Source: an optimization exercise on an open RTL-to-GDS flow (aim: small area). Production flows keep margins and buffers that such runs may drop.
The RTL was checked by simulation tests, not by an equivalence proof against the original design.
Power figures rest on the tool's default switching activity, not on a simulated workload.

==> design/flow/design.v <==
`default_nettype none
package cpi_pix_pkg;
    typedef logic [7:0] cam_byte_t;
    typedef logic [7:0] chan_t;
    typedef logic [15:0] coord_t;
    typedef logic [16:0] filt_sum_t;
    typedef logic [31:0] pix_word_t;
    typedef struct packed {
        chan_t r;
        chan_t g;
        chan_t b;
    } rgb_t;
    typedef struct packed {
        cam_byte_t first;
        cam_byte_t second;
    } cpi_pair_t;
endpackage
`default_nettype wire
`default_nettype none
package cpi_cfg_pkg;
    typedef enum logic [2:0] {
        FMT_RGB565     = 3'b000,
        FMT_RGB555     = 3'b001,
        FMT_RGB444     = 3'b010,
        FMT_BYP_LITEND = 3'b100,
        FMT_BYP_BIGEND = 3'b101
    } cpi_format_e;
    typedef logic [7:0] coeff_t;
    typedef logic [3:0] shift_t;
    typedef logic [5:0] drop_cnt_t;
    typedef struct packed {
        logic        enable;
        logic        vsync_pol;   
        logic        drop_en;
        drop_cnt_t   drop_val;    
        logic        slice_en;
        cpi_format_e format;
        shift_t      shift;
        logic [15:0]         row_len;     
        logic [15:0]         llx;
        logic [15:0]         lly;
        logic [15:0]         urx;
        logic [15:0]         ury;
        coeff_t      coeff_r;
        coeff_t      coeff_g;
        coeff_t      coeff_b;
    } cpi_cfg_t;
endpackage
`default_nettype wire
`timescale 1ns/1ps
`default_nettype none
module cpi_frame_ctrl (
    input  logic                  s_cam_clk_dft,
    input  logic                  rstn_i,
    input  cpi_cfg_pkg::cpi_cfg_t cfg_i,
    input  logic                  cam_vsync_i,
    output logic                  active_o,
    output logic                  frame_ok_o,
    output logic                  sof_o
);
    logic [1:0] en_sync_q;
    logic       en_s;
    logic       vsync_adj;
    logic       vsync_q;
    logic       active_q;
    logic [5:0] skip_q;      
    logic       skip_zero;
    assign en_s      = en_sync_q[1];
    assign vsync_adj = cam_vsync_i ^ cfg_i.vsync_pol;
    assign sof_o     = vsync_adj & ~vsync_q & en_s;
    assign skip_zero = (skip_q == 6'd0);
    assign active_o   = active_q;
    assign frame_ok_o = active_q & skip_zero;
    always_ff @(posedge s_cam_clk_dft or negedge rstn_i) begin
        if (!rstn_i) begin
            en_sync_q <= 2'b00;
        end else begin
            en_sync_q <= {en_sync_q[0], cfg_i.enable};
        end
    end
    always_ff @(posedge s_cam_clk_dft or negedge rstn_i) begin
        if (!rstn_i) begin
            vsync_q <= 1'b0;
        end else if (en_s) begin
            vsync_q <= vsync_adj;
        end
    end
    always_ff @(posedge s_cam_clk_dft or negedge rstn_i) begin
        if (!rstn_i) begin
            active_q <= 1'b0;
        end else if (!en_s) begin
            active_q <= 1'b0;
        end else if (sof_o) begin
            active_q <= 1'b1;
        end
    end
    logic       skip_ev;
    logic [5:0] skip_dec;
    logic [6:0] skip_bw;
    assign skip_ev    = sof_o & active_q;
    assign skip_bw[0] = skip_ev & ~skip_zero;
    for (genvar i = 0; i < 6; i++) begin : g_dec
        assign skip_dec[i]  = skip_q[i] ^ skip_bw[i];
        assign skip_bw[i+1] = ~skip_q[i] & skip_bw[i];
    end
    always_ff @(posedge s_cam_clk_dft) begin
        skip_q <= {6{en_s}} & (skip_dec | ({6{skip_ev & skip_zero & cfg_i.drop_en}} & cfg_i.drop_val));
    end
endmodule
`default_nettype wire
`timescale 1ns/1ps
`default_nettype none
module cpi_sampler (
    input  logic                   s_cam_clk_dft,
    input  logic                   rstn_i,
    input  cpi_cfg_pkg::cpi_cfg_t  cfg_i,
    input  cpi_pix_pkg::cam_byte_t cam_data_i,
    input  logic                   cam_hsync_i,
    input  logic                   active_i,
    input  logic                   frame_ok_i,
    input  logic                   sof_i,
    output cpi_pix_pkg::cam_byte_t first_o,
    output logic                   pair_valid_o
);
    logic        phase_first_q;
    logic [7:0]  first_q;
    logic [15:0] col_q;
    logic [15:0] row_q;
    logic        x_lo_seen_q;    
    logic        x_hi_past_q;    
    logic        y_lo_seen_q;
    logic        y_hi_past_q;
    logic        line_on;
    logic        second_byte;
    logic        in_window;
    logic        col_at_llx;
    logic        col_at_urx;
    logic        row_at_lly;
    logic        row_at_ury;
    logic        col_last;
    logic        row_last;
    assign line_on     = cam_hsync_i & active_i;
    assign second_byte = line_on & ~phase_first_q;
    assign col_at_llx = (col_q == cfg_i.llx);
    assign col_at_urx = (col_q == cfg_i.urx);
    assign row_at_lly = (row_q == cfg_i.lly);
    assign row_at_ury = (row_q == cfg_i.ury);
    assign col_last   = (col_q == cfg_i.row_len);
    assign in_window = ~cfg_i.slice_en |
                       ((x_lo_seen_q | col_at_llx) & ~x_hi_past_q &
                        (y_lo_seen_q | row_at_lly) & ~y_hi_past_q);
    assign first_o      = first_q;
    assign pair_valid_o = second_byte & frame_ok_i & in_window;
    always_ff @(posedge s_cam_clk_dft or negedge rstn_i) begin
        if (!rstn_i) begin
            phase_first_q <= 1'b1;
        end else if (!line_on) begin
            phase_first_q <= 1'b1;
        end else begin
            phase_first_q <= ~phase_first_q;
        end
    end
    always_ff @(posedge s_cam_clk_dft) begin
        first_q <= cam_data_i;
    end
    logic        clear;
    logic        col_step;
    logic        row_step;
    logic [15:0] col_inc;
    logic [15:0] row_inc;
    logic [16:0] col_cy;
    logic [16:0] row_cy;
    assign clear    = sof_i | ~active_i;
    assign col_step = second_byte & cfg_i.slice_en;
    assign row_step = col_step & col_last;
    assign col_cy[0] = col_step;
    assign row_cy[0] = row_step;
    for (genvar i = 0; i < 16; i++) begin : g_inc
        assign col_inc[i]  = col_q[i] ^ col_cy[i];
        assign col_cy[i+1] = col_q[i] & col_cy[i];
        assign row_inc[i]  = row_q[i] ^ row_cy[i];
        assign row_cy[i+1] = row_q[i] & row_cy[i];
    end
    assign row_last = row_cy[16];
    always_ff @(posedge s_cam_clk_dft) begin
        col_q       <= {16{~clear & ~row_step}} & col_inc;
        row_q       <= {16{~clear}} & row_inc;
        x_lo_seen_q <= ~clear & ~row_step & (x_lo_seen_q | (col_step & col_at_llx));
        x_hi_past_q <= ~clear & ~row_step & (x_hi_past_q | (col_step & col_at_urx));
        y_lo_seen_q <= ~clear & ~row_last & (y_lo_seen_q | (row_step & row_at_lly));
        y_hi_past_q <= ~clear & ~row_last & (y_hi_past_q | (row_step & row_at_ury));
    end
endmodule
`default_nettype wire
`timescale 1ns/1ps
`default_nettype none
module cpi_pixel_format (
    input  cpi_cfg_pkg::cpi_cfg_t  cfg_i,
    input  cpi_pix_pkg::cam_byte_t prev_i,
    input  cpi_pix_pkg::cam_byte_t cam_i,
    input  logic                   cycle_b_i,
    output logic [7:0]             sb_o,
    output logic [7:0]             ga_o,
    output logic [15:0]            byp_o,
    output logic                   is_rgb_o
);
    always_comb begin
        sb_o     = '0;
        ga_o     = '0;
        byp_o    = {prev_i, cam_i};   
        is_rgb_o = 1'b1;
        case (cfg_i.format)
            cpi_cfg_pkg::FMT_RGB565: begin
                if (cycle_b_i) begin
                    sb_o = {prev_i[4:0], 3'b000};
                end else begin
                    sb_o = {prev_i[7:3], 3'b000};
                    ga_o = {prev_i[2:0], cam_i[7:5], 2'b00};
                end
            end
            cpi_cfg_pkg::FMT_RGB555: begin
                if (cycle_b_i) begin
                    sb_o = {prev_i[4:0], 3'b000};
                end else begin
                    sb_o = {prev_i[6:2], 3'b000};
                    ga_o = {prev_i[1:0], cam_i[7:5], 3'b000};
                end
            end
            cpi_cfg_pkg::FMT_RGB444: begin
                sb_o = {prev_i[3:0], 4'b0000};
                if (!cycle_b_i) begin
                    ga_o = {cam_i[7:4], 4'b0000};
                end
            end
            cpi_cfg_pkg::FMT_BYP_BIGEND: begin
                is_rgb_o = 1'b0;
                byp_o    = {cam_i, prev_i};
            end
            default: is_rgb_o = 1'b0;
        endcase
    end
endmodule
`default_nettype wire
`timescale 1ns/1ps
`default_nettype none
module cpi_luma_filter (
    input  logic                   s_cam_clk_dft,
    input  logic                   rstn_i,
    input  cpi_cfg_pkg::cpi_cfg_t  cfg_i,
    input  logic [7:0]             sb_i,
    input  logic [7:0]             ga_i,
    input  logic [15:0]            byp_i,
    input  logic                   is_rgb_i,
    input  logic                   pair_valid_i,
    output logic                   cycle_b_o,
    output logic [15:0]            word_o,
    output logic                   wr_pend_o,
    output logic                   word_valid_o
);
    logic [16:0] sum_d;
    logic [16:0] hold_q;
    logic        rgb_v1_q;
    logic        rgb_v2_q;
    logic        byp_v1_q;
    logic [7:0]  sc;
    logic [16:0] acc;
    assign cycle_b_o = rgb_v1_q;
    assign sc  = rgb_v1_q ? cfg_i.coeff_b : cfg_i.coeff_r;
    assign acc = rgb_v1_q ? hold_q : 17'd0;
    cpi_luma_mac u_mac (
        .sb  ( sb_i          ),
        .sc  ( sc            ),
        .ga  ( ga_i          ),
        .cg  ( cfg_i.coeff_g ),
        .acc ( acc           ),
        .sum ( sum_d         )
    );
    always_ff @(posedge s_cam_clk_dft or negedge rstn_i) begin
        if (!rstn_i) begin
            rgb_v1_q     <= 1'b0;
            rgb_v2_q     <= 1'b0;
            byp_v1_q     <= 1'b0;
            word_valid_o <= 1'b0;
        end else begin
            rgb_v1_q     <= pair_valid_i & is_rgb_i;
            rgb_v2_q     <= rgb_v1_q;
            byp_v1_q     <= pair_valid_i & ~is_rgb_i;
            word_valid_o <= rgb_v2_q | byp_v1_q;
        end
    end
    always_ff @(posedge s_cam_clk_dft) begin
        hold_q <= is_rgb_i ? sum_d : {1'b0, byp_i};   
    end
    assign wr_pend_o = rgb_v2_q | byp_v1_q;
    logic [3:0]  sh;
    logic [16:0] t8, t4, t2, t1;
    assign sh = (rgb_v2_q && cfg_i.shift <= 4'd9) ? cfg_i.shift : 4'd0;
    assign t1 = sh[0] ? (hold_q >> 1) : hold_q;
    assign t2 = sh[1] ? (t1 >> 2) : t1;
    assign t4 = sh[2] ? (t2 >> 4) : t2;
    assign t8 = sh[3] ? (t4 >> 8) : t4;
    assign word_o = t8[15:0];
endmodule
module cpi_luma_mac (
    input  logic [7:0]  sb,
    input  logic [7:0]  sc,
    input  logic [7:0]  ga,
    input  logic [7:0]  cg,
    input  logic [16:0] acc,
    output logic [16:0] sum
);
    logic n1, n2, n3, n4, n5, n6, n7, n8, n9, n10, n11, n12, n13, n14, n15, n16, n17, n18, n19, n20, n21, n22, n23, n24, n25, n26, n27, n28, n29, n30, n31, n32, n33, n34, n35, n36, n37, n38, n39, n40, n41, n42, n43, n44, n45, n46, n47, n48, n49, n50, n51, n52, n53, n54, n55, n56, n57, n58, n59, n60, n61, n62, n63, n64, n65, n66, n67, n68, n69, n70, n71, n72, n73, n74, n75, n76, n77, n78, n79, n80, n81, n82, n83, n84, n85, n86, n87, n88, n89, n90, n91, n92, n93, n94, n95, n96, n97, n98, n99, n100, n101, n102, n103, n104, n105, n106, n107, n108, n109, n110, n111, n112, n113, n114, n115, n116, n117, n118, n119, n120, n121, n122, n123, n124, n125, n126, n127, n128, n129, n130, n131, n132, n133, n134, n135, n136, n137, n138, n139, n140, n141, n142, n143, n144, n145, n146, n147, n148, n149, n150, n151, n152, n153, n154, n155, n156, n157, n158, n159, n160, n161, n162, n163;
    assign n1 = ((ga[2] & cg[1]) | acc[3]) ^ (ga[3] & cg[0]) ^ (sb[3] & sc[0]);
    assign n2 = (((ga[2] & cg[1]) | acc[3]) & (ga[3] & cg[0])) | ((sb[3] & sc[0]) & (((ga[2] & cg[1]) | acc[3]) ^ (ga[3] & cg[0])));
    assign n3 = ((ga[2] & cg[2]) | acc[4]) ^ (ga[3] & cg[1]) ^ (ga[4] & cg[0]);
    assign n4 = (((ga[2] & cg[2]) | acc[4]) & (ga[3] & cg[1])) | ((ga[4] & cg[0]) & (((ga[2] & cg[2]) | acc[4]) ^ (ga[3] & cg[1])));
    assign n5 = (sb[3] & sc[1]) ^ (sb[4] & sc[0]) ^ n2;
    assign n6 = ((sb[3] & sc[1]) & (sb[4] & sc[0])) | (n2 & ((sb[3] & sc[1]) ^ (sb[4] & sc[0])));
    assign n7 = n3 ^ n5;
    assign n8 = n3 & n5;
    assign n9 = ((ga[2] & cg[3]) | acc[5]) ^ (ga[3] & cg[2]) ^ (ga[4] & cg[1]);
    assign n10 = (((ga[2] & cg[3]) | acc[5]) & (ga[3] & cg[2])) | ((ga[4] & cg[1]) & (((ga[2] & cg[3]) | acc[5]) ^ (ga[3] & cg[2])));
    assign n11 = (ga[5] & cg[0]) ^ (sb[3] & sc[2]) ^ (sb[4] & sc[1]);
    assign n12 = ((ga[5] & cg[0]) & (sb[3] & sc[2])) | ((sb[4] & sc[1]) & ((ga[5] & cg[0]) ^ (sb[3] & sc[2])));
    assign n13 = (sb[5] & sc[0]) ^ n4 ^ n11;
    assign n14 = ((sb[5] & sc[0]) & n4) | (n11 & ((sb[5] & sc[0]) ^ n4));
    assign n15 = n9 ^ n6 ^ n13;
    assign n16 = (n9 & n6) | (n13 & (n9 ^ n6));
    assign n17 = n8 ^ n15;
    assign n18 = n8 & n15;
    assign n19 = ((ga[2] & cg[4]) | acc[6]) ^ (ga[3] & cg[3]) ^ (ga[4] & cg[2]);
    assign n20 = (((ga[2] & cg[4]) | acc[6]) & (ga[3] & cg[3])) | ((ga[4] & cg[2]) & (((ga[2] & cg[4]) | acc[6]) ^ (ga[3] & cg[3])));
    assign n21 = (ga[5] & cg[1]) ^ (ga[6] & cg[0]) ^ (sb[3] & sc[3]);
    assign n22 = ((ga[5] & cg[1]) & (ga[6] & cg[0])) | ((sb[3] & sc[3]) & ((ga[5] & cg[1]) ^ (ga[6] & cg[0])));
    assign n23 = (sb[4] & sc[2]) ^ (sb[5] & sc[1]) ^ (sb[6] & sc[0]);
    assign n24 = ((sb[4] & sc[2]) & (sb[5] & sc[1])) | ((sb[6] & sc[0]) & ((sb[4] & sc[2]) ^ (sb[5] & sc[1])));
    assign n25 = n10 ^ n12 ^ n19;
    assign n26 = (n10 & n12) | (n19 & (n10 ^ n12));
    assign n27 = n21 ^ n23 ^ n14;
    assign n28 = (n21 & n23) | (n14 & (n21 ^ n23));
    assign n29 = n25 ^ n16 ^ n27;
    assign n30 = (n25 & n16) | (n27 & (n25 ^ n16));
    assign n31 = n18 ^ n29;
    assign n32 = n18 & n29;
    assign n33 = ((ga[2] & cg[5]) | acc[7]) ^ (ga[3] & cg[4]) ^ (ga[4] & cg[3]);
    assign n34 = (((ga[2] & cg[5]) | acc[7]) & (ga[3] & cg[4])) | ((ga[4] & cg[3]) & (((ga[2] & cg[5]) | acc[7]) ^ (ga[3] & cg[4])));
    assign n35 = (ga[5] & cg[2]) ^ (ga[6] & cg[1]) ^ (ga[7] & cg[0]);
    assign n36 = ((ga[5] & cg[2]) & (ga[6] & cg[1])) | ((ga[7] & cg[0]) & ((ga[5] & cg[2]) ^ (ga[6] & cg[1])));
    assign n37 = (sb[3] & sc[4]) ^ (sb[4] & sc[3]) ^ (sb[5] & sc[2]);
    assign n38 = ((sb[3] & sc[4]) & (sb[4] & sc[3])) | ((sb[5] & sc[2]) & ((sb[3] & sc[4]) ^ (sb[4] & sc[3])));
    assign n39 = (sb[6] & sc[1]) ^ (sb[7] & sc[0]) ^ n20;
    assign n40 = ((sb[6] & sc[1]) & (sb[7] & sc[0])) | (n20 & ((sb[6] & sc[1]) ^ (sb[7] & sc[0])));
    assign n41 = n22 ^ n24 ^ n33;
    assign n42 = (n22 & n24) | (n33 & (n22 ^ n24));
    assign n43 = n35 ^ n37 ^ n26;
    assign n44 = (n35 & n37) | (n26 & (n35 ^ n37));
    assign n45 = n39 ^ n41 ^ n28;
    assign n46 = (n39 & n41) | (n28 & (n39 ^ n41));
    assign n47 = n43 ^ n30 ^ n45;
    assign n48 = (n43 & n30) | (n45 & (n43 ^ n30));
    assign n49 = n32 ^ n47;
    assign n50 = n32 & n47;
    assign n51 = ((ga[2] & cg[6]) | acc[8]) ^ (ga[3] & cg[5]) ^ (ga[4] & cg[4]);
    assign n52 = (((ga[2] & cg[6]) | acc[8]) & (ga[3] & cg[5])) | ((ga[4] & cg[4]) & (((ga[2] & cg[6]) | acc[8]) ^ (ga[3] & cg[5])));
    assign n53 = (ga[5] & cg[3]) ^ (ga[6] & cg[2]) ^ (ga[7] & cg[1]);
    assign n54 = ((ga[5] & cg[3]) & (ga[6] & cg[2])) | ((ga[7] & cg[1]) & ((ga[5] & cg[3]) ^ (ga[6] & cg[2])));
    assign n55 = (sb[3] & sc[5]) ^ (sb[4] & sc[4]) ^ (sb[5] & sc[3]);
    assign n56 = ((sb[3] & sc[5]) & (sb[4] & sc[4])) | ((sb[5] & sc[3]) & ((sb[3] & sc[5]) ^ (sb[4] & sc[4])));
    assign n57 = (sb[6] & sc[2]) ^ (sb[7] & sc[1]) ^ n34;
    assign n58 = ((sb[6] & sc[2]) & (sb[7] & sc[1])) | (n34 & ((sb[6] & sc[2]) ^ (sb[7] & sc[1])));
    assign n59 = n36 ^ n38 ^ n51;
    assign n60 = (n36 & n38) | (n51 & (n36 ^ n38));
    assign n61 = n53 ^ n55 ^ n40;
    assign n62 = (n53 & n55) | (n40 & (n53 ^ n55));
    assign n63 = n42 ^ n57 ^ n59;
    assign n64 = (n42 & n57) | (n59 & (n42 ^ n57));
    assign n65 = n44 ^ n61 ^ n63;
    assign n66 = (n44 & n61) | (n63 & (n44 ^ n61));
    assign n67 = n46 ^ n65 ^ n48;
    assign n68 = (n46 & n65) | (n48 & (n46 ^ n65));
    assign n69 = n50 ^ n67;
    assign n70 = n50 & n67;
    assign n71 = ((ga[2] & cg[7]) | acc[9]) ^ (ga[3] & cg[6]) ^ (ga[4] & cg[5]);
    assign n72 = (((ga[2] & cg[7]) | acc[9]) & (ga[3] & cg[6])) | ((ga[4] & cg[5]) & (((ga[2] & cg[7]) | acc[9]) ^ (ga[3] & cg[6])));
    assign n73 = (ga[5] & cg[4]) ^ (ga[6] & cg[3]) ^ (ga[7] & cg[2]);
    assign n74 = ((ga[5] & cg[4]) & (ga[6] & cg[3])) | ((ga[7] & cg[2]) & ((ga[5] & cg[4]) ^ (ga[6] & cg[3])));
    assign n75 = (sb[3] & sc[6]) ^ (sb[4] & sc[5]) ^ (sb[5] & sc[4]);
    assign n76 = ((sb[3] & sc[6]) & (sb[4] & sc[5])) | ((sb[5] & sc[4]) & ((sb[3] & sc[6]) ^ (sb[4] & sc[5])));
    assign n77 = (sb[6] & sc[3]) ^ (sb[7] & sc[2]) ^ n52;
    assign n78 = ((sb[6] & sc[3]) & (sb[7] & sc[2])) | (n52 & ((sb[6] & sc[3]) ^ (sb[7] & sc[2])));
    assign n79 = n54 ^ n56 ^ n71;
    assign n80 = (n54 & n56) | (n71 & (n54 ^ n56));
    assign n81 = n73 ^ n75 ^ n58;
    assign n82 = (n73 & n75) | (n58 & (n73 ^ n75));
    assign n83 = n60 ^ n77 ^ n79;
    assign n84 = (n60 & n77) | (n79 & (n60 ^ n77));
    assign n85 = n62 ^ n81 ^ n64;
    assign n86 = (n62 & n81) | (n64 & (n62 ^ n81));
    assign n87 = n83 ^ n66 ^ n85;
    assign n88 = (n83 & n66) | (n85 & (n83 ^ n66));
    assign n89 = n87 ^ n68 ^ n70;
    assign n90 = (n87 & n68) | (n70 & (n87 ^ n68));
    assign n91 = ((ga[3] & cg[7]) | acc[10]) ^ (ga[4] & cg[6]) ^ (ga[5] & cg[5]);
    assign n92 = (((ga[3] & cg[7]) | acc[10]) & (ga[4] & cg[6])) | ((ga[5] & cg[5]) & (((ga[3] & cg[7]) | acc[10]) ^ (ga[4] & cg[6])));
    assign n93 = (ga[6] & cg[4]) ^ (ga[7] & cg[3]) ^ (sb[3] & sc[7]);
    assign n94 = ((ga[6] & cg[4]) & (ga[7] & cg[3])) | ((sb[3] & sc[7]) & ((ga[6] & cg[4]) ^ (ga[7] & cg[3])));
    assign n95 = (sb[4] & sc[6]) ^ (sb[5] & sc[5]) ^ (sb[6] & sc[4]);
    assign n96 = ((sb[4] & sc[6]) & (sb[5] & sc[5])) | ((sb[6] & sc[4]) & ((sb[4] & sc[6]) ^ (sb[5] & sc[5])));
    assign n97 = (sb[7] & sc[3]) ^ n72 ^ n74;
    assign n98 = ((sb[7] & sc[3]) & n72) | (n74 & ((sb[7] & sc[3]) ^ n72));
    assign n99 = n76 ^ n91 ^ n93;
    assign n100 = (n76 & n91) | (n93 & (n76 ^ n91));
    assign n101 = n95 ^ n78 ^ n80;
    assign n102 = (n95 & n78) | (n80 & (n95 ^ n78));
    assign n103 = n97 ^ n99 ^ n82;
    assign n104 = (n97 & n99) | (n82 & (n97 ^ n99));
    assign n105 = n101 ^ n84 ^ n103;
    assign n106 = (n101 & n84) | (n103 & (n101 ^ n84));
    assign n107 = n86 ^ n105 ^ n88;
    assign n108 = (n86 & n105) | (n88 & (n86 ^ n105));
    assign n109 = n107 ^ n90;
    assign n110 = n107 & n90;
    assign n111 = ((ga[4] & cg[7]) | acc[11]) ^ (ga[5] & cg[6]) ^ (ga[6] & cg[5]);
    assign n112 = (((ga[4] & cg[7]) | acc[11]) & (ga[5] & cg[6])) | ((ga[6] & cg[5]) & (((ga[4] & cg[7]) | acc[11]) ^ (ga[5] & cg[6])));
    assign n113 = (ga[7] & cg[4]) ^ (sb[4] & sc[7]) ^ (sb[5] & sc[6]);
    assign n114 = ((ga[7] & cg[4]) & (sb[4] & sc[7])) | ((sb[5] & sc[6]) & ((ga[7] & cg[4]) ^ (sb[4] & sc[7])));
    assign n115 = (sb[6] & sc[5]) ^ (sb[7] & sc[4]) ^ n92;
    assign n116 = ((sb[6] & sc[5]) & (sb[7] & sc[4])) | (n92 & ((sb[6] & sc[5]) ^ (sb[7] & sc[4])));
    assign n117 = n94 ^ n96 ^ n111;
    assign n118 = (n94 & n96) | (n111 & (n94 ^ n96));
    assign n119 = n113 ^ n98 ^ n100;
    assign n120 = (n113 & n98) | (n100 & (n113 ^ n98));
    assign n121 = n115 ^ n117 ^ n102;
    assign n122 = (n115 & n117) | (n102 & (n115 ^ n117));
    assign n123 = n119 ^ n104 ^ n121;
    assign n124 = (n119 & n104) | (n121 & (n119 ^ n104));
    assign n125 = n106 ^ n123 ^ n108;
    assign n126 = (n106 & n123) | (n108 & (n106 ^ n123));
    assign n127 = n125 ^ n110;
    assign n128 = n125 & n110;
    assign n129 = ((ga[5] & cg[7]) | acc[12]) ^ (ga[6] & cg[6]) ^ (ga[7] & cg[5]);
    assign n130 = (((ga[5] & cg[7]) | acc[12]) & (ga[6] & cg[6])) | ((ga[7] & cg[5]) & (((ga[5] & cg[7]) | acc[12]) ^ (ga[6] & cg[6])));
    assign n131 = (sb[5] & sc[7]) ^ (sb[6] & sc[6]) ^ (sb[7] & sc[5]);
    assign n132 = ((sb[5] & sc[7]) & (sb[6] & sc[6])) | ((sb[7] & sc[5]) & ((sb[5] & sc[7]) ^ (sb[6] & sc[6])));
    assign n133 = n112 ^ n114 ^ n129;
    assign n134 = (n112 & n114) | (n129 & (n112 ^ n114));
    assign n135 = n131 ^ n116 ^ n118;
    assign n136 = (n131 & n116) | (n118 & (n131 ^ n116));
    assign n137 = n133 ^ n120 ^ n135;
    assign n138 = (n133 & n120) | (n135 & (n133 ^ n120));
    assign n139 = n122 ^ n137 ^ n124;
    assign n140 = (n122 & n137) | (n124 & (n122 ^ n137));
    assign n141 = n139 ^ n126 ^ n128;
    assign n142 = (n139 & n126) | (n128 & (n139 ^ n126));
    assign n143 = ((ga[6] & cg[7]) | acc[13]) ^ (ga[7] & cg[6]) ^ (sb[6] & sc[7]);
    assign n144 = (((ga[6] & cg[7]) | acc[13]) & (ga[7] & cg[6])) | ((sb[6] & sc[7]) & (((ga[6] & cg[7]) | acc[13]) ^ (ga[7] & cg[6])));
    assign n145 = (sb[7] & sc[6]) ^ n130 ^ n132;
    assign n146 = ((sb[7] & sc[6]) & n130) | (n132 & ((sb[7] & sc[6]) ^ n130));
    assign n147 = n143 ^ n134 ^ n145;
    assign n148 = (n143 & n134) | (n145 & (n143 ^ n134));
    assign n149 = n136 ^ n147 ^ n138;
    assign n150 = (n136 & n147) | (n138 & (n136 ^ n147));
    assign n151 = n149 ^ n140 ^ n142;
    assign n152 = (n149 & n140) | (n142 & (n149 ^ n140));
    assign n153 = ((ga[7] & cg[7]) | acc[14]) ^ (sb[7] & sc[7]) ^ n144;
    assign n154 = (((ga[7] & cg[7]) | acc[14]) & (sb[7] & sc[7])) | (n144 & (((ga[7] & cg[7]) | acc[14]) ^ (sb[7] & sc[7])));
    assign n155 = n146 ^ n153 ^ n148;
    assign n156 = (n146 & n153) | (n148 & (n146 ^ n153));
    assign n157 = n155 ^ n150 ^ n152;
    assign n158 = (n155 & n150) | (n152 & (n155 ^ n150));
    assign n159 = acc[15] ^ n154 ^ n156;
    assign n160 = (acc[15] & n154) | (n156 & (acc[15] ^ n154));
    assign n161 = n159 ^ n158;
    assign n162 = n159 & n158;
    assign n163 = acc[16] ^ n160 ^ n162;
    assign sum[0] = 1'b0;
    assign sum[1] = 1'b0;
    assign sum[2] = ((ga[2] & cg[0]) | acc[2]);
    assign sum[3] = n1;
    assign sum[4] = n7;
    assign sum[5] = n17;
    assign sum[6] = n31;
    assign sum[7] = n49;
    assign sum[8] = n69;
    assign sum[9] = n89;
    assign sum[10] = n109;
    assign sum[11] = n127;
    assign sum[12] = n141;
    assign sum[13] = n151;
    assign sum[14] = n157;
    assign sum[15] = n161;
    assign sum[16] = n163;
endmodule
`default_nettype wire
`timescale 1ns/1ps
`default_nettype none
module cpi_out_fifo (
    input  logic        s_cam_clk_dft,
    input  logic        rstn_i,
    input  logic        flush_i,
    input  logic [15:0] wr_data_i,
    input  logic        wr_pend_i,
    input  logic        wr_valid_i,
    output logic [31:0] rd_data_o,
    output logic        rd_valid_o,
    input  logic        rd_ready_i,
    output logic        overflow_o
);
    logic [15:0] mem [8];
    logic [3:0]  count_q;
    logic [3:0]  count_d;
    logic        full;
    logic        wr_en;
    logic        rd_en;
    logic        pend;
    logic        shift_in;
    logic [2:0]  rd_idx;
    assign full       = count_q[3];
    assign wr_en      = wr_valid_i & ~full & ~flush_i;
    assign rd_valid_o = (count_q != 4'd0);
    assign rd_en      = rd_valid_o & rd_ready_i;
    assign pend       = wr_valid_i & ~full;
    logic [2:0] idx_q;
    logic [2:0] idx_d;
    assign rd_idx = idx_q;
    always_comb begin
        idx_d = idx_q;
        if (flush_i) begin
            idx_d = shift_in ? 3'd0 : 3'd7;
        end else if (shift_in && !rd_en) begin
            idx_d = idx_q + 3'd1;
        end else if (rd_en && !shift_in) begin
            idx_d = idx_q - 3'd1;
        end
    end
    always_ff @(posedge s_cam_clk_dft or negedge rstn_i) begin
        if (!rstn_i) begin
            idx_q <= 3'd7;
        end else begin
            idx_q <= idx_d;
        end
    end
    logic [7:0]  rd_sel;
    logic [15:0] rd_word;
    always_comb begin
        rd_word = '0;
        for (int i = 0; i < 8; i++) begin
            rd_sel[i] = (rd_idx == 3'(i));
            rd_word   = rd_word | (mem[i] & {16{rd_sel[i]}});
        end
    end
    assign rd_data_o  = {16'd0, rd_word};
    always_comb begin
        count_d = count_q;
        if (flush_i) begin
            count_d = 4'd0;
        end else if (wr_en && !rd_en) begin
            count_d = {count_q[3] | (&count_q[2:0]), count_q[2] ^ (&count_q[1:0]), count_q[1] ^ count_q[0], ~count_q[0]};
        end else if (rd_en && !wr_en) begin
            count_d = {1'b0, count_q[2] ^ ~(|count_q[1:0]), ~(count_q[1] ^ count_q[0]), ~count_q[0]};
        end
    end
    assign shift_in = wr_pend_i & ~count_d[3];
    always_ff @(posedge s_cam_clk_dft or negedge rstn_i) begin
        if (!rstn_i) begin
            count_q    <= '0;
            overflow_o <= 1'b0;
        end else begin
            count_q <= count_d;
            if (flush_i) begin
                overflow_o <= 1'b0;
            end else if (wr_valid_i && full) begin
                overflow_o <= 1'b1;
            end
        end
    end
    always_ff @(posedge s_cam_clk_dft) begin
        if (shift_in) begin
            mem[0] <= wr_data_i;
            for (int i = 1; i < 8; i++) begin
                mem[i] <= mem[i-1];
            end
        end
    end
endmodule
`default_nettype wire
`timescale 1ns/1ps
`default_nettype none
module cpi_top #(
    parameter int unsigned FIFO_DEPTH = 8
) (
    input  logic                   s_cam_clk_dft,
    input  logic                   rstn_i,
    input  logic                   cfg_enable_i,
    input  logic                   cfg_vsync_pol_i,
    input  logic                   cfg_drop_en_i,
    input  logic [5:0]             cfg_drop_val_i,
    input  logic                   cfg_slice_en_i,
    input  logic [2:0]             cfg_format_i,
    input  logic [3:0]             cfg_shift_i,
    input  logic [15:0]            cfg_row_len_i,
    input  logic [15:0]            cfg_llx_i,
    input  logic [15:0]            cfg_lly_i,
    input  logic [15:0]            cfg_urx_i,
    input  logic [15:0]            cfg_ury_i,
    input  logic [7:0]             cfg_coeff_r_i,
    input  logic [7:0]             cfg_coeff_g_i,
    input  logic [7:0]             cfg_coeff_b_i,
    input  logic [7:0]             cam_data_i,
    input  logic                   cam_hsync_i,
    input  logic                   cam_vsync_i,
    output logic [31:0]            out_data_o,
    output logic                   out_valid_o,
    input  logic                   out_ready_i,
    output logic                   overflow_o,
    output logic                   frame_evt_o
);
    cpi_cfg_pkg::cpi_cfg_t cfg_i;
    assign cfg_i.enable    = cfg_enable_i;
    assign cfg_i.vsync_pol = cfg_vsync_pol_i;
    assign cfg_i.drop_en   = cfg_drop_en_i;
    assign cfg_i.drop_val  = cfg_drop_val_i;
    assign cfg_i.slice_en  = cfg_slice_en_i;
    assign cfg_i.format    = cpi_cfg_pkg::cpi_format_e'(cfg_format_i);
    assign cfg_i.shift     = cfg_shift_i;
    assign cfg_i.row_len   = cfg_row_len_i;
    assign cfg_i.llx       = cfg_llx_i;
    assign cfg_i.lly       = cfg_lly_i;
    assign cfg_i.urx       = cfg_urx_i;
    assign cfg_i.ury       = cfg_ury_i;
    assign cfg_i.coeff_r   = cfg_coeff_r_i;
    assign cfg_i.coeff_g   = cfg_coeff_g_i;
    assign cfg_i.coeff_b   = cfg_coeff_b_i;
    logic        active;
    logic        frame_ok;
    logic        sof;
    cpi_pix_pkg::cam_byte_t prev;
    logic        pair_valid;
    logic [7:0]  sb;
    logic [7:0]  ga;
    logic [15:0] byp;
    logic        is_rgb;
    logic        cycle_b;
    logic [15:0] word;
    logic        wr_pend;
    logic        word_valid;
    assign frame_evt_o = sof;
    cpi_frame_ctrl u_frame_ctrl (
        .s_cam_clk_dft ( s_cam_clk_dft ),
        .rstn_i        ( rstn_i        ),
        .cfg_i         ( cfg_i         ),
        .cam_vsync_i   ( cam_vsync_i   ),
        .active_o      ( active        ),
        .frame_ok_o    ( frame_ok      ),
        .sof_o         ( sof           )
    );
    cpi_sampler u_sampler (
        .s_cam_clk_dft ( s_cam_clk_dft ),
        .rstn_i        ( rstn_i        ),
        .cfg_i         ( cfg_i         ),
        .cam_data_i    ( cam_data_i    ),
        .cam_hsync_i   ( cam_hsync_i   ),
        .active_i      ( active        ),
        .frame_ok_i    ( frame_ok      ),
        .sof_i         ( sof           ),
        .first_o       ( prev          ),
        .pair_valid_o  ( pair_valid    )
    );
    cpi_pixel_format u_pixel_format (
        .cfg_i         ( cfg_i         ),
        .prev_i        ( prev          ),
        .cam_i         ( cam_data_i    ),
        .cycle_b_i     ( cycle_b       ),
        .sb_o          ( sb            ),
        .ga_o          ( ga            ),
        .byp_o         ( byp           ),
        .is_rgb_o      ( is_rgb        )
    );
    cpi_luma_filter u_luma_filter (
        .s_cam_clk_dft ( s_cam_clk_dft ),
        .rstn_i        ( rstn_i        ),
        .cfg_i         ( cfg_i         ),
        .sb_i          ( sb            ),
        .ga_i          ( ga            ),
        .byp_i         ( byp           ),
        .is_rgb_i      ( is_rgb        ),
        .pair_valid_i  ( pair_valid    ),
        .cycle_b_o     ( cycle_b       ),
        .word_o        ( word          ),
        .wr_pend_o     ( wr_pend       ),
        .word_valid_o  ( word_valid    )
    );
    cpi_out_fifo u_out_fifo (
        .s_cam_clk_dft ( s_cam_clk_dft ),
        .rstn_i        ( rstn_i        ),
        .flush_i       ( ~cfg_i.enable ),   
        .wr_data_i     ( word          ),
        .wr_pend_i     ( wr_pend       ),
        .wr_valid_i    ( word_valid    ),
        .rd_data_o     ( out_data_o    ),
        .rd_valid_o    ( out_valid_o   ),
        .rd_ready_i    ( out_ready_i   ),
        .overflow_o    ( overflow_o    )
    );
endmodule
`default_nettype wire
==> design/flow/run.sh <==
#!/bin/bash
# synth_recipe.tcl (not shown) runs the flow's synth.tcl, then flattens the netlist and writes it again
# the make line also repeats each setting of config.mk as NAME=value (left out here)
make -C /OpenROAD-flow-scripts/flow DESIGN_CONFIG=/design/flow/config.mk WORK_HOME=/design/flow/orfs CLKGATE_MAP_FILE= SYNTH_SCRIPT=/design/flow/synth_recipe.tcl finish
==> design/flow/config.mk <==
export PLATFORM = sky130hd
export DESIGN_NAME = cpi_top
export DESIGN_NICKNAME = cpi_top
export VERILOG_FILES = /design/flow/design.v
export SDC_FILE = /design/flow/constraint.sdc
export NUM_CORES = 4
export LEC_CHECK = 0
export CAP_MARGIN = 0
export CORE_MARGIN = 2
export CORE_UTILIZATION = 40
export CTS_BUF_LIST = sky130_fd_sc_hd__clkbuf_16
export CTS_CLUSTER_DIAMETER = 150
export CTS_CLUSTER_SIZE = 30
export SLEW_MARGIN = 0
==> design/flow/constraint.sdc <==
create_clock -name core_clock -period 10.0 [get_ports {s_cam_clk_dft}]
set_input_delay 2.0000 -clock core_clock [delete_from_list [all_inputs] [get_ports {s_cam_clk_dft}]]
set_output_delay 2.0000 -clock core_clock [all_outputs]
set_load 0.01 [all_outputs]
==> key figures, run 1 <==
Die
  • Die area: 32600 um^2
  • Starting Density: 40.7%
  • I/O pin total: 169
  • Row cnt: 64
  • Floorplan core area: 30600 um^2
  • Vert. Die Dim: 180 um
  • Die Span X: 180 um

Layout
  • Fill cells: 2806
  • Final cell count without fillers: 1579
  • Share of cells above drive strength 1: 4.91%
  • Most common library cell in the layout ignoring fill and taps: clkdlybuf4s50_1
  • Layout Area Growth over Synthesis: 17.8%
  • Area of the multi-input gates: 6270 um^2
  • Register Area: 5620 um^2
  • Final-stage net count: 1438
  • Commonest non-fill, non-tap cells in the layout: clkdlybuf4s50_1, edfxtp_1, nand2_1, inv_1, fa_1

Place
  • Dpl ws: 542 ps
  • Count of input and output buffers: 152
  • HPWL after detailed placement: 21500 um
  • Gpl congestion: 0.854
  • Inst Count DP: 1560

Timing
  • Post-Route Skew: 51.1 ps
  • Setup TNS: 0 ps
  • Max Clk Rate: 111 MHz
  • Fin Hold WS: 364 ps
  • Fin worst setup slack: 1030 ps
  • Final Hold Viols: 0
  • Final Critical Period: 8970 ps
  • Final setup fails: 0
  • Slew margin rel.: 19.1%
  • RSZ-0062 raised after global routing: false
  • Slew @ Worst Pin: 1210 ps
  • Fin. max-slew vios: 0
  • Period utilisation layout: 89.7%

GRT
  • Vias in the first global route: 8647
  • GRT Util Overall: 17.8%
  • Largest net degree at the start of global routing: 90
  • First-pass GRT wire length: 46700 um
  • Gr ovfl total: 0
  • Initial antenna violation count: 2

Synth
  • Top cells by area, synth: edfxtp_1, fa_1, dfxtp_1
  • Post-Syn Area: 12500 um^2
  • Synth async-reset ratio: 8.02%
  • Dominant synthesized flop cell: edfxtp_1
  • Seq/Total Area, Yosys: 45.1%
  • #FFs+latches synth: 212
  • Yosys warning count: 6
  • EDFF count, synth: 128
  • Mapped Cells: 1040
  • Mean post-synth cell area: 12.0 um^2
  • Largest area contributor in the netlist: edfxtp_1
  • Post-synth top area share: 30.9%
  • Post-synth cell types: 59

Pwr
  • Comb pwr share: 31.5%
  • Switching power total: 0.000663 W
  • Internal power: 0.00150 W
  • Seq pwr share: 45.9%
  • Pwr dens: 148 nW/um^2
  • Worst IR Drop VDD: 85.1 uV
  • Sw Ratio: 30.6%
  • Lkg Pwr: 5.90 nW
  • Total power: 0.00216 W
  • Clock Power Share: 22.6%

Critical path
  • CP startpoint: cfg_format_i[0]
  • CP max stage delay: 800 ps
  • Kind of critical path: input pin to register
  • Worst path top cell family by delay: adder cells
  • Crit-path max FO: 19
  • CP required: 10390 ps
  • CP dominant cell by count: fa_1
  • Slowest-stage cell, CP: clkdlybuf4s50_1
  • CP Buf/Inv Count: 6
  • Nature of the critical path startpoint: input pin
  • Reg-to-reg critical path startpoint: u_luma_filter.rgb_v1_q
  • CP Capture Type: register
  • Crit path DAT: 9360 ps

Detailed routing
  • Routed WL: 28600 um
  • DRT antenna net count: 0
  • First-pass iteration count of the detailed router: 6
  • Vias/cell: 5.27
  • 1st-iter DRT viols: 724
  • Via count: 8316
  • Drt wl/cell: 18.1 um
  • Drc violations: 0

CTS
  • Post-CTS Setup Bufs: 0
  • Worst skew pair latency: 490 ps
  • Cts bufs inserted: 11
  • TritonCTS Sinks: 212
  • Bufs on Longest Clock Path: 3
  • H-Tree Level Count: 1
  • CTS resizes: 0
  • Root Buffer: clkbuf_16
  • Cts hold-fix bufs: 0
  • Clk slew on worst S/H paths: 130 ps
  • CTS tree: done

Worst hold path
  • Hold Path Class: register to register
  • Hold Startpoint: u_frame_ctrl.en_sync_q[0]

Status
  • Status: timing/DRC/antenna clean

Flow run
  • Max Cap Viol: 0
routing by layer:
| metal | up-vias | global-route usage, % | share of wire, % |
|---|---|---|---|
| li1 | 3935 | - | - |
| met1 | 4145 | 24.3 | 45 |
| met2 | 204 | 30.4 | 49 |
| met3 | 32 | 1.98 | 3.9 |
| met4 | 0 | 4.29 | 2.2 |
| met5 | - | 0 | 0 |
through the flow:
stage	instance area (um^2)	util, %
6_report	14700	48.0
5_1_grt	14700	48.0
4_1_cts	14700	47.9
3_5_place_dp	14300	46.9
2_1_floorplan	12500	-
3_3_place_gp	14300	46.9
Yosys cell counts, types with 18 or more instances:
| cell type | n |
|---|---|
| nand2_1 | 112 |
| clkbuf_1 | 24 |
| fa_1 | 73 |
| xor2_1 | 58 |
| inv_1 | 88 |
| and2_1 | 56 |
| dfxtp_1 | 67 |
| nor2_1 | 22 |
| edfxtp_1 | 128 |
| mux2i_1 | 40 |
| xnor2_1 | 33 |
| o21ai_0 | 18 |
| ha_1 | 54 |
| a222oi_1 | 32 |
cell type report:
type,count,area share [%]
diodes,2,0.0341
clock buffers,11,1.88
clock inverters,6,0.333
inverters,89,2.28
multi-input cells,697,42.7
flip-flops and latches,212,38.3
well taps,396,3.38
repair buffers,166,11.1
worst paths after layout:
check / to / slack (ps) / cells after the start
max: u_luma_filter.hold_q[16] / 1030 / 27
max reg2reg: u_luma_filter.hold_q[16] / 3080 / 28
min in group asynchronous: u_luma_filter.rgb_v1_q / 2010 / 1
min: u_frame_ctrl.en_sync_q[1] / 360 / 0
min reg2reg: u_frame_ctrl.en_sync_q[1] / 360 / 0
max in group asynchronous: u_luma_filter.word_valid_o / 7440 / 1
sequential cells by signal, summed over array words and instances (netlist names), 2 cells and up:
| register | flops |
|---|---|
| u_out_fifo.mem | 128 |
| u_luma_filter.hold_q | 17 |
| u_sampler.col_q | 16 |
| u_sampler.row_q | 16 |
| u_sampler.first_q | 8 |
| u_frame_ctrl.skip_q | 6 |
| u_out_fifo.count_q | 4 |
| u_out_fifo.idx_q | 3 |
| u_frame_ctrl.en_sync_q | 2 |
logic make-up after synthesis:
group | after synthesis | synth area share, %
flops | 212 | 45.1
simple gates | 259 | 10.4
fa+ha+maj | 127 | 17.2
buf+inv | 146 | 5.13
other cells | 1 | 0.0301
compound gates | 140 | 9.02
xor+xnor | 91 | 6.40
mux | 64 | 6.77
power groups by stage:
stage	logic [W]	clock network, W	registers (W)
2_1_floorplan	0.000423	0	0.000992
3_3_place_gp	0.000683	0	0.00101
3_5_place_dp	0.000691	0	0.00101
4_1_cts	0.000694	0.000514	0.000991
5_1_grt	0.000756	0.000543	0.000996
6_report	0.000683	0.000490	0.000992
==> run 2: changes to the inputs <==
--- a/design/flow/design.v
+++ b/design/flow/design.v
@@ -261,11 +261,10 @@
     logic [16:0] hold_q;
     logic        rgb_v1_q;
-    logic        rgb_v2_q;
-    logic        byp_v1_q;
+    logic        pend_q;      
     logic [7:0]  sc;
     logic [16:0] acc;
     assign cycle_b_o = rgb_v1_q;
     assign sc  = rgb_v1_q ? cfg_i.coeff_b : cfg_i.coeff_r;
-    assign acc = rgb_v1_q ? hold_q : 17'd0;
+    assign acc = rgb_v1_q ? hold_q : (is_rgb_i ? 17'd0 : {1'b0, byp_i});
     cpi_luma_mac u_mac (
         .sb  ( sb_i          ),
@@ -279,21 +278,19 @@
         if (!rstn_i) begin
             rgb_v1_q     <= 1'b0;
-            rgb_v2_q     <= 1'b0;
-            byp_v1_q     <= 1'b0;
+            pend_q       <= 1'b0;
             word_valid_o <= 1'b0;
         end else begin
             rgb_v1_q     <= pair_valid_i & is_rgb_i;
-            rgb_v2_q     <= rgb_v1_q;
-            byp_v1_q     <= pair_valid_i & ~is_rgb_i;
-            word_valid_o <= rgb_v2_q | byp_v1_q;
+            pend_q       <= rgb_v1_q | (pair_valid_i & ~is_rgb_i);
+            word_valid_o <= pend_q;
         end
     end
     always_ff @(posedge s_cam_clk_dft) begin
-        hold_q <= is_rgb_i ? sum_d : {1'b0, byp_i};   
+        hold_q <= sum_d;
     end
-    assign wr_pend_o = rgb_v2_q | byp_v1_q;
+    assign wr_pend_o = pend_q;
     logic [3:0]  sh;
     logic [16:0] t8, t4, t2, t1;
-    assign sh = (rgb_v2_q && cfg_i.shift <= 4'd9) ? cfg_i.shift : 4'd0;
+    assign sh = (is_rgb_i && cfg_i.shift <= 4'd9) ? cfg_i.shift : 4'd0;
     assign t1 = sh[0] ? (hold_q >> 1) : hold_q;
     assign t2 = sh[1] ? (t1 >> 2) : t1;
@@ -474,6 +471,6 @@
     assign n162 = n159 & n158;
     assign n163 = acc[16] ^ n160 ^ n162;
-    assign sum[0] = 1'b0;
-    assign sum[1] = 1'b0;
+    assign sum[0] = acc[0];
+    assign sum[1] = acc[1];
     assign sum[2] = ((ga[2] & cg[0]) | acc[2]);
     assign sum[3] = n1;
@@ -508,64 +505,44 @@
 );
     logic [15:0] mem [8];
-    logic [3:0]  count_q;
-    logic [3:0]  count_d;
+    logic [2:0]  rd_idx_q;
+    logic [2:0]  rd_idx_d;
+    logic        empty_q;
+    logic        empty_d;
+    logic        pend_q;
+    logic        idx7;
     logic        full;
+    logic        full_d;
     logic        wr_en;
     logic        rd_en;
-    logic        pend;
     logic        shift_in;
-    logic [2:0]  rd_idx;
-    assign full       = count_q[3];
-    assign wr_en      = wr_valid_i & ~full & ~flush_i;
-    assign rd_valid_o = (count_q != 4'd0);
-    assign rd_en      = rd_valid_o & rd_ready_i;
-    assign pend       = wr_valid_i & ~full;
-    logic [2:0] idx_q;
-    logic [2:0] idx_d;
-    assign rd_idx = idx_q;
+    assign idx7       = (rd_idx_q == 3'd7);
+    assign full       = ~empty_q & ~pend_q & idx7;
+    assign wr_en      = pend_q & ~flush_i;
+    assign rd_valid_o = ~empty_q;
+    assign rd_en      = ~empty_q & rd_ready_i;
+    assign full_d     = ~flush_i & ~rd_en & ~empty_q & idx7;
+    assign shift_in   = wr_pend_i & ~full_d;
     always_comb begin
-        idx_d = idx_q;
+        rd_idx_d = rd_idx_q;
         if (flush_i) begin
-            idx_d = shift_in ? 3'd0 : 3'd7;
+            rd_idx_d = shift_in ? 3'd0 : 3'd7;
         end else if (shift_in && !rd_en) begin
-            idx_d = idx_q + 3'd1;
+            rd_idx_d = rd_idx_q + 3'd1;
         end else if (rd_en && !shift_in) begin
-            idx_d = idx_q - 3'd1;
+            rd_idx_d = rd_idx_q - 3'd1;
         end
     end
+    assign empty_d = flush_i | (empty_q & ~wr_en) |
+                     (~empty_q & (rd_idx_q == {2'b00, pend_q}) & rd_en & ~wr_en);
     always_ff @(posedge s_cam_clk_dft or negedge rstn_i) begin
         if (!rstn_i) begin
-            idx_q <= 3'd7;
-        end else begin
-            idx_q <= idx_d;
-        end
-    end
-    logic [7:0]  rd_sel;
-    logic [15:0] rd_word;
-    always_comb begin
-        rd_word = '0;
-        for (int i = 0; i < 8; i++) begin
-            rd_sel[i] = (rd_idx == 3'(i));
-            rd_word   = rd_word | (mem[i] & {16{rd_sel[i]}});
-        end
-    end
-    assign rd_data_o  = {16'd0, rd_word};
-    always_comb begin
-        count_d = count_q;
-        if (flush_i) begin
-            count_d = 4'd0;
-        end else if (wr_en && !rd_en) begin
-            count_d = {count_q[3] | (&count_q[2:0]), count_q[2] ^ (&count_q[1:0]), count_q[1] ^ count_q[0], ~count_q[0]};
-        end else if (rd_en && !wr_en) begin
-            count_d = {1'b0, count_q[2] ^ ~(|count_q[1:0]), ~(count_q[1] ^ count_q[0]), ~count_q[0]};
-        end
-    end
-    assign shift_in = wr_pend_i & ~count_d[3];
-    always_ff @(posedge s_cam_clk_dft or negedge rstn_i) begin
-        if (!rstn_i) begin
-            count_q    <= '0;
+            rd_idx_q   <= 3'd7;
+            empty_q    <= 1'b1;
+            pend_q     <= 1'b0;
             overflow_o <= 1'b0;
         end else begin
-            count_q <= count_d;
+            rd_idx_q <= rd_idx_d;
+            empty_q  <= empty_d;
+            pend_q   <= shift_in;
             if (flush_i) begin
                 overflow_o <= 1'b0;
@@ -575,4 +552,12 @@
         end
     end
+    logic [15:0] rd_word;
+    always_comb begin
+        rd_word = '0;
+        for (int i = 0; i < 8; i++) begin
+            rd_word = rd_word | (mem[i] & {16{rd_idx_q == 3'(i)}});
+        end
+    end
+    assign rd_data_o = {16'd0, rd_word};
     always_ff @(posedge s_cam_clk_dft) begin
         if (shift_in) begin
==> design/flow/flow/run.sh (new file) <==
#!/bin/bash
# The standard layout (the standard.sh, with its standard synthesis) with
# a few placement and CTS choices changed through ORFS variables:
#  - port buffers use the smallest buffer cell (buf_1) instead of
#    clkdlybuf4s50_1; every port still gets its own buffer,
#  - CTS clusters at most 10 sinks within 60 um per clkbuf_4 and inserts no
#    dummy loads,
#  - the single tie cell from synthesis is kept instead of one per tied port,
set -euo pipefail
export BUFFER_PORTS_ARGS="-buffer_cell sky130_fd_sc_hd__buf_1"
export CTS_ARGS="-sink_clustering_enable -repair_clock_nets -dont_use_dummy_load -sink_clustering_size 10 -sink_clustering_max_diameter 60 -buf_list sky130_fd_sc_hd__clkbuf_4"
export SKIP_REPAIR_TIE_FANOUT=1
export REMOVE_ABC_BUFFERS=1
bash standard.sh > standard.log 2>&1
==> design/flow/standard.sh (new file) <==
#!/bin/bash
# synth_recipe.tcl (not shown) runs the flow's synth.tcl, then flattens the netlist and writes it again
# the make line also repeats each setting of config.mk as NAME=value (left out here)
make -C /OpenROAD-flow-scripts/flow DESIGN_CONFIG=/design/flow/config.mk WORK_HOME=/design/flow/orfs CLKGATE_MAP_FILE= SYNTH_SCRIPT=/design/flow/synth_recipe.tcl "${@:-finish}"
==> design/flow/config.mk (replaced) <==
export PLATFORM = sky130hd
export DESIGN_NAME = cpi_top
export DESIGN_NICKNAME = cpi_top
export VERILOG_FILES = /design/flow/design.v
export SDC_FILE = /design/flow/constraint.sdc
export NUM_CORES = 4
export LEC_CHECK = 0
export CAP_MARGIN = 0
export CORE_MARGIN = 2
export CORE_UTILIZATION = 60
export GPL_TIMING_DRIVEN = 0
export SLEW_MARGIN = 0
removed: design/flow/run.sh
==> run 2 against run 1 <==
- combinational power is 27% lower
- highest routed layer unchanged
- total power is 13% lower
- critical path depth is 3 lower
- worst hold slack worse by 5.9 ps
- die area is 35% lower
- largest cell class unchanged
- clock-buffer cell count is 15 higher
- via count is 2.1% lower
- sequential share of layout area is 4.5 points higher
==> key figures, run 2 <==
Timing
  • Final Critical Period: 9280 ps
  • RSZ-0062 raised after global routing: false
  • Max Clk Rate: 108 MHz
  • Period utilisation layout: 92.8%
  • Slew @ Worst Pin: 1410 ps
  • Post-Route Skew: 62.9 ps
  • Final Hold Viols: 0
  • Slew margin rel.: 6.16%
  • Final setup fails: 0
  • Fin. max-slew vios: 0
  • Fin Hold WS: 358 ps
  • Fin worst setup slack: 720 ps

Detailed routing
  • First-pass iteration count of the detailed router: 7
  • Routed WL: 25800 um
  • DRT antenna net count: 0
  • 1st-iter DRT viols: 687
  • Via count: 8142
  • Vias/cell: 5.93
  • Drc violations: 0
  • Drt wl/cell: 18.8 um

Place
  • Gpl congestion: 0.876
  • HPWL after detailed placement: 19000 um
  • Dpl ws: 115 ps
  • Count of input and output buffers: 152

Layout
  • Commonest non-fill, non-tap cells in the layout: buf_1, edfxtp_1, nand2_1, fa_1, dfxtp_1
  • Most common library cell in the layout ignoring fill and taps: buf_1
  • Largest reg by FF count: u_out_fifo.mem
  • Fill cells: 1575
  • Biggest regs: u_out_fifo.mem: 128 flops, u_luma_filter.hold_q: 17 flops
  • Final-stage net count: 1368
  • Layout Area Growth over Synthesis: 7.87%
  • Share of cells above drive strength 1: 6.14%
  • Max reg flops: 128

Critical path
  • Crit-path max FO: 18
  • R2R cell count: 23
  • CP Capture Type: register
  • R2R Path End: u_luma_filter.hold_q[16]
  • Kind of critical path: input pin to register
  • Nature of the critical path startpoint: input pin
  • CP endpoint: u_luma_filter.hold_q[16]
  • Reg-to-reg critical path startpoint: u_luma_filter.rgb_v1_q
  • CP startpoint: cfg_format_i[0]
  • CP required: 10530 ps
  • Reg2reg setup slack: 1480 ps
  • Crit path DAT: 9810 ps

CTS
  • Cts bufs inserted: 26
  • Clk slew on worst S/H paths: 120 ps
  • Cts hold-fix bufs: 0
  • CTS resizes: 0
  • TritonCTS Sinks: 209
  • H-Tree Level Count: 1
  • CTS tree: done
  • Bufs on Longest Clock Path: 3
  • Worst skew pair latency: 650 ps
  • Post-CTS Setup Bufs: 0
  • Root Buffer: clkbuf_4

GRT
  • First-pass GRT wire length: 42400 um
  • Vias in the first global route: 8311
  • Gr ovfl total: 0
  • GRT Util Overall: 24.3%
  • Largest net degree at the start of global routing: 33
  • Initial antenna violation count: 1

Synth
  • Post-Syn Area: 12100 um^2
  • Post-synth top area share: 32.4%
  • Top-count cell post-synth: edfxtp_1
  • Post-synth cell types: 72
  • Mapped Cells: 980
  • Synth async-reset ratio: 6.70%
  • Mean post-synth cell area: 12.3 um^2
  • Top cells by area, synth: edfxtp_1, fa_1, dfxtp_1
  • EDFF count, synth: 130
  • Dominant synthesized flop cell: edfxtp_1
  • #FFs+latches synth: 209
  • Synth cell count leaders: edfxtp_1, nand2_1, fa_1
  • Seq/Total Area, Yosys: 46.1%
  • Largest area contributor in the netlist: edfxtp_1
  • Yosys warning count: 6

Pwr
  • Comb pwr share: 26.7%
  • Worst IR Drop VDD: 72.3 uV
  • Lkg Pwr: 4.75 nW
  • Seq pwr share: 52.9%
  • Pwr dens: 144 nW/um^2
  • Clock Power Share: 20.4%
  • Internal power: 0.00129 W
  • Total power: 0.00188 W
  • Switching power total: 0.000591 W
  • Sw Ratio: 31.4%

Die
  • Die area: 21300 um^2
  • Starting Density: 61.6%
  • Row cnt: 51
  • Die Span X: 146 um
  • I/O pin total: 169
  • Floorplan core area: 19600 um^2
  • Vert. Die Dim: 146 um

Flow run
  • Max Cap Viol: 0

Status
  • Status: timing/DRC/antenna clean

Worst hold path
  • Hold Path Class: register to register
## run 2: logic make-up (layout without fill, tap and decap cells)
| family | after synthesis | after routing | share of synthesized area (%) |
|---|---|---|---|
| other | 1 | 2 | 0.0311 |
| flip-flops | 209 | 209 | 46.1 |
| adder cells (fa/ha/maj) | 124 | 124 | 17.4 |
| AND/OR/NAND/NOR | 248 | 248 | 10.4 |
| AO/OA/AOI/OAI | 147 | 147 | 9.94 |
| multiplexers | 67 | 67 | 5.77 |
| buffers and inverters | 97 | 225 | 3.98 |
| XOR/XNOR | 87 | 87 | 6.32 |
## run 2: power by group through the flow
| stage | sequential (W) | clock, W | combinational (W) |
|---|---|---|---|
| floorplan | 0.000996 | 0 | 0.000351 |
| global placement | 0.00101 | 0 | 0.000489 |
| detailed placement | 0.00101 | 0 | 0.000500 |
| CTS | 0.000993 | 0.000400 | 0.000503 |
| global route | 0.000999 | 0.000432 | 0.000560 |
| finish | 0.000994 | 0.000383 | 0.000502 |
## run 2: stage by stage
step | setup TNS [ps] | utilization [%] | std cells | instance area (um^2)
floorplan | -215 | - | 924 | 11700
global placement | -307960 | 64.5 | 1341 | 12600
detailed placement | 0 | 65.4 | 1347 | 12800
CTS | 0 | 66.4 | 1373 | 13000
global route | 0 | 66.4 | 1373 | 13000
finish | 0 | 66.4 | 1374 | 13000
## run 2: worst min path at each step
| stage | start | end | cells past startpoint |
|---|---|---|---|
| CTS | u_frame_ctrl.en_sync_q[0] | u_frame_ctrl.en_sync_q[1] | 0 |
| detailed placement | u_frame_ctrl.en_sync_q[0] | u_frame_ctrl.en_sync_q[1] | 0 |
| floorplan | u_frame_ctrl.en_sync_q[0] | u_frame_ctrl.en_sync_q[1] | 0 |
| global placement | u_frame_ctrl.en_sync_q[0] | u_frame_ctrl.en_sync_q[1] | 0 |
| global route | u_frame_ctrl.en_sync_q[0] | u_frame_ctrl.en_sync_q[1] | 0 |
| finish | u_frame_ctrl.en_sync_q[0] | u_frame_ctrl.en_sync_q[1] | 0 |
## run 2: critical path, cell delays in order
cell     delay [ps]
buf_1           830
mux2i_1         170
nand2_1         100
o21ai_0          90
nor3_1          970
and2_1          280
fa_1            420
inv_1            70
fa_1            430
fa_1            410
fa_1            420
fa_1            420
fa_1            490
inv_1            40
ha_1            190
fa_1            380
ha_1            200
ha_1            190
fa_1            380
fa_1            430
fa_1            410
ha_1            200
xor2_1          150
xnor2_1         120
## run 2: per-layer routing
metal	vias to the layer above	global-route usage, %	share of wire (%)
li1	3803	-	-
met1	4011	35.5	44
met2	290	39.9	48
met3	38	3.20	6.4
met4	0	4.22	1.4
met5	-	0	0
## run 2: final cells by class
cell class	instances	area, um^2	area share, %
multi-input combinational	674	6040	46.4
clock buffer	26	195	1.50
sequential	209	5560	42.7
antenna	1	2.50	0.0192
inverter	41	154	1.18
tap	265	332	2.55
timing repair buffer	158	728	5.60
==> run 3: changes to the inputs <==
--- a/design/flow/flow/run.sh
+++ b/design/flow/flow/run.sh
@@ -6,9 +6,10 @@
 #  - CTS clusters at most 10 sinks within 60 um per clkbuf_4 and inserts no
 #    dummy loads,
-#  - the single tie cell from synthesis is kept instead of one per tied port,
+#  - the single tie cell from synthesis is kept instead of one per tied port.
+# The full make output goes to standard.log; ORFS keeps each step's log under
+# orfs/logs/.
 set -euo pipefail
 export BUFFER_PORTS_ARGS="-buffer_cell sky130_fd_sc_hd__buf_1"
 export CTS_ARGS="-sink_clustering_enable -repair_clock_nets -dont_use_dummy_load -sink_clustering_size 10 -sink_clustering_max_diameter 60 -buf_list sky130_fd_sc_hd__clkbuf_4"
 export SKIP_REPAIR_TIE_FANOUT=1
-export REMOVE_ABC_BUFFERS=1
 bash standard.sh > standard.log 2>&1
--- a/design/flow/config.mk
+++ b/design/flow/config.mk
@@ -8,5 +8,4 @@
 export CAP_MARGIN = 0
 export CORE_MARGIN = 2
-export CORE_UTILIZATION = 60
-export GPL_TIMING_DRIVEN = 0
+export CORE_UTILIZATION = 75
 export SLEW_MARGIN = 0
==> run 3 against run 2 <==
- still clean on timing, DRC and antenna
- via count is 4.2% higher
- total power hardly changed
- register-to-register slack better by 1100 ps
- flip-flop and latch count stayed put
- worst hold slack better by 10 ps
- clock power is 3% lower
- sequential share of layout area is 0.45 points higher
- first-iteration DRC count is 7.0% higher
- critical path type unchanged
- critical endpoint unchanged
- largest power group unchanged
- highest routed layer unchanged
==> key figures, run 3 <==
GRT
  • Largest net degree at the start of global routing: 94
  • First-pass GRT wire length: 41900 um
  • Initial antenna violation count: 0
  • Gr ovfl total: 0
  • GRT Util Overall: 31.6%
  • Vias in the first global route: 8389

Critical path
  • Crit path DAT: 9300 ps
  • Kind of critical path: input pin to register
  • CP Capture Type: register
  • Crit-path max FO: 18
  • CP required: 10510 ps
  • Reg2reg setup slack: 2610 ps
  • Nature of the critical path startpoint: input pin

Die
  • Starting Density: 76.2%
  • Die Span X: 131 um
  • Vert. Die Dim: 131 um
  • Floorplan core area: 15800 um^2
  • I/O pin total: 169
  • Die area: 17100 um^2
  • Row cnt: 46

Synth
  • Mapped Cells: 980
  • EDFF count, synth: 130
  • Yosys warning count: 6
  • Mean post-synth cell area: 12.3 um^2
  • Top-count cell post-synth: edfxtp_1
  • Post-synth cell types: 72
  • Post-Syn Area: 12100 um^2
  • Synth async-reset ratio: 6.70%
  • Synth cell count leaders: edfxtp_1, nand2_1, fa_1
  • Seq/Total Area, Yosys: 46.1%
  • Post-synth top area share: 32.4%
  • Top cells by area, synth: edfxtp_1, fa_1, dfxtp_1
  • Dominant synthesized flop cell: edfxtp_1
  • #FFs+latches synth: 209
  • Largest area contributor in the netlist: edfxtp_1

CTS
  • Cts bufs inserted: 25
  • Clk slew on worst S/H paths: 110 ps
  • CTS tree: done
  • Root Buffer: clkbuf_4
  • Cts hold-fix bufs: 0
  • H-Tree Level Count: 1
  • CTS resizes: 0
  • Post-CTS Setup Bufs: 0
  • Bufs on Longest Clock Path: 3
  • TritonCTS Sinks: 209
  • Worst skew pair latency: 620 ps

Flow run
  • Max Cap Viol: 0

Layout
  • Final Core Density: 81.3%
  • Biggest regs: u_out_fifo.mem: 128 flops, u_luma_filter.hold_q: 17 flops
  • Max reg flops: 128
  • Most common library cell in the layout ignoring fill and taps: buf_1
  • Largest reg by FF count: u_out_fifo.mem
  • Share of cells above drive strength 1: 6.56%
  • Final-stage net count: 1373
  • Design Area, Final: 12900 um^2
  • Layout Area Growth over Synthesis: 6.74%
  • Fill cells: 965
  • Commonest non-fill, non-tap cells in the layout: buf_1, edfxtp_1, nand2_1, fa_1, dfxtp_1
  • Final cell count without fillers: 1330

Timing
  • Period utilisation layout: 87.9%
  • Setup TNS: 0 ps
  • Max Clk Rate: 114 MHz
  • RSZ-0062 raised after global routing: false
  • Final Hold Viols: 0
  • Final Critical Period: 8790 ps
  • Fin worst setup slack: 1210 ps
  • Slew margin rel.: 24.6%
  • Post-Route Skew: 57.0 ps
  • Slew @ Worst Pin: 1130 ps
  • Final setup fails: 0
  • Fin. max-slew vios: 0

Pwr
  • Lkg Pwr: 4.74 nW
  • Worst IR Drop VDD: 93.3 uV
  • Pwr dens: 146 nW/um^2

Detailed routing
  • DRT antenna net count: 0
  • Routed WL: 26500 um
  • Via count: 8481
  • Drc violations: 0
  • Vias/cell: 6.38
  • Drt wl/cell: 19.9 um
  • First-pass iteration count of the detailed router: 6
  • 1st-iter DRT viols: 735

Place
  • Gpl congestion: 0.929
  • Placed Area: 12700 um^2
  • HPWL after detailed placement: 19500 um
  • Inst Count DP: 1304
  • Dpl ws: 658 ps
  • Count of input and output buffers: 152

Worst hold path
  • Hold Path Class: register to register

Status
  • Status: timing/DRC/antenna clean
-- run 3: layout make-up --
| class | count | area [um^2] | share of cell area [%] |
|---|---|---|---|
| Tap cell | 216 | 270 | 2.10 |
| Sequential cell | 209 | 5560 | 43.2 |
| Timing Repair Buffer | 164 | 661 | 5.13 |
| Antenna cell | 1 | 2.50 | 0.0194 |
| Multi-Input combinational cell | 674 | 6040 | 46.9 |
| Inverter | 41 | 154 | 1.20 |
| Clock buffer | 25 | 188 | 1.46 |
-- run 3: worst max-delay path, cell delays in order --
cell,delay (ps)
buf_1,810
mux2i_1,190
nand2_1,110
o211ai_1,90
a21oi_1,560
and2_1,240
fa_1,410
inv_1,90
fa_1,440
fa_1,400
fa_1,430
fa_1,410
fa_1,490
inv_1,50
ha_1,180
fa_1,360
ha_1,190
ha_1,190
fa_1,380
fa_1,410
fa_1,380
ha_1,200
xor2_1,150
xnor2_1,120
-- run 3: kinds of logic after synthesis --
| kind of cell | synth area share [%] |
|---|---|
| mux | 5.77 |
| buf+inv | 3.98 |
| simple gates | 10.4 |
| flops | 46.1 |
| other cells | 0.0311 |
| xor+xnor | 6.32 |
| compound gates | 9.94 |
| fa+ha+maj | 17.4 |
-- run 3: metal layers --
metal  part of all wire (%)  track usage, %
met3                    8.4            4.85
met4                    3.5            11.4
met5                      0               0
met2                     48            52.4
met1                     40            42.9
-- run 3: path summary, 6_finish.rpt --
path,to,startpoint,cells past startpoint
worst max-delay path,u_luma_filter.hold_q[16],cfg_format_i[0],24
worst min-delay path,u_frame_ctrl.en_sync_q[1],u_frame_ctrl.en_sync_q[0],0
worst max register to register,u_luma_filter.hold_q[16],u_luma_filter.rgb_v1_q,24
worst min register to register,u_frame_ctrl.en_sync_q[1],u_frame_ctrl.en_sync_q[0],0
max in group asynchronous,u_out_fifo.overflow_o,rstn_i,1
min in group asynchronous,u_luma_filter.pend_q,rstn_i,1
-- run 3: stage by stage --
stage	hold slack (ps)	total power [W]
finish	369	0.00188
global route	380	0.00198
CTS	371	0.00188
detailed placement	336	0.00152
global placement	334	0.00150
floorplan	331	0.00136
-- run 3: report_power, final --
| part | switching, W | leakage (nW) | internal, W |
|---|---|---|---|
| registers | 0.0000490 | 1.88 | 0.000954 |
| clock network | 0.000256 | 0.115 | 0.000115 |
| logic | 0.000293 | 2.75 | 0.000214 |
| total | 0.000597 | 4.74 | 0.00128 |

==> static timing again, ports no longer ideal <==
No port has a modelled driver above. Below, the same layouts with a new extraction and two added sets of constraints. Step 1 (the two cells are an assumption about what drives the block):
set clk [get_ports {s_cam_clk_dft}]
set_driving_cell -lib_cell sky130_fd_sc_hd__clkbuf_16 $clk
set_driving_cell -lib_cell sky130_fd_sc_hd__buf_2 [delete_from_list [all_inputs] $clk]
Step 2 times the ports against the registers' clock, not the clock port: input delays grow and output delays shrink by t, the midpoint of the rising clock arrivals with the driver on. Three values: ideal, step 1, step 2; two values: the first two.
| run | t, ns | setup WS [ns] | clock arrival spread, ns | worst slew at a driven data input, ns |
|---|---|---|---|---|
| run 1 | 0.512 | 1.026 / 1.055 / 0.543 | 0.051 / 0.051 | 0.09 |
| run 2 | 0.651 | 0.720 / 0.723 / 0.073 | 0.063 / 0.063 | 0.07 |
| run 3 | 0.636 | 1.214 / 1.220 / 0.584 | 0.073 / 0.072 | 0.08 |
After both steps setup and hold are still met in every run listed. For run 2, which loses most, drivers alone change the setup slack by +0.003 ns; drivers and shift together by -0.647 ns.
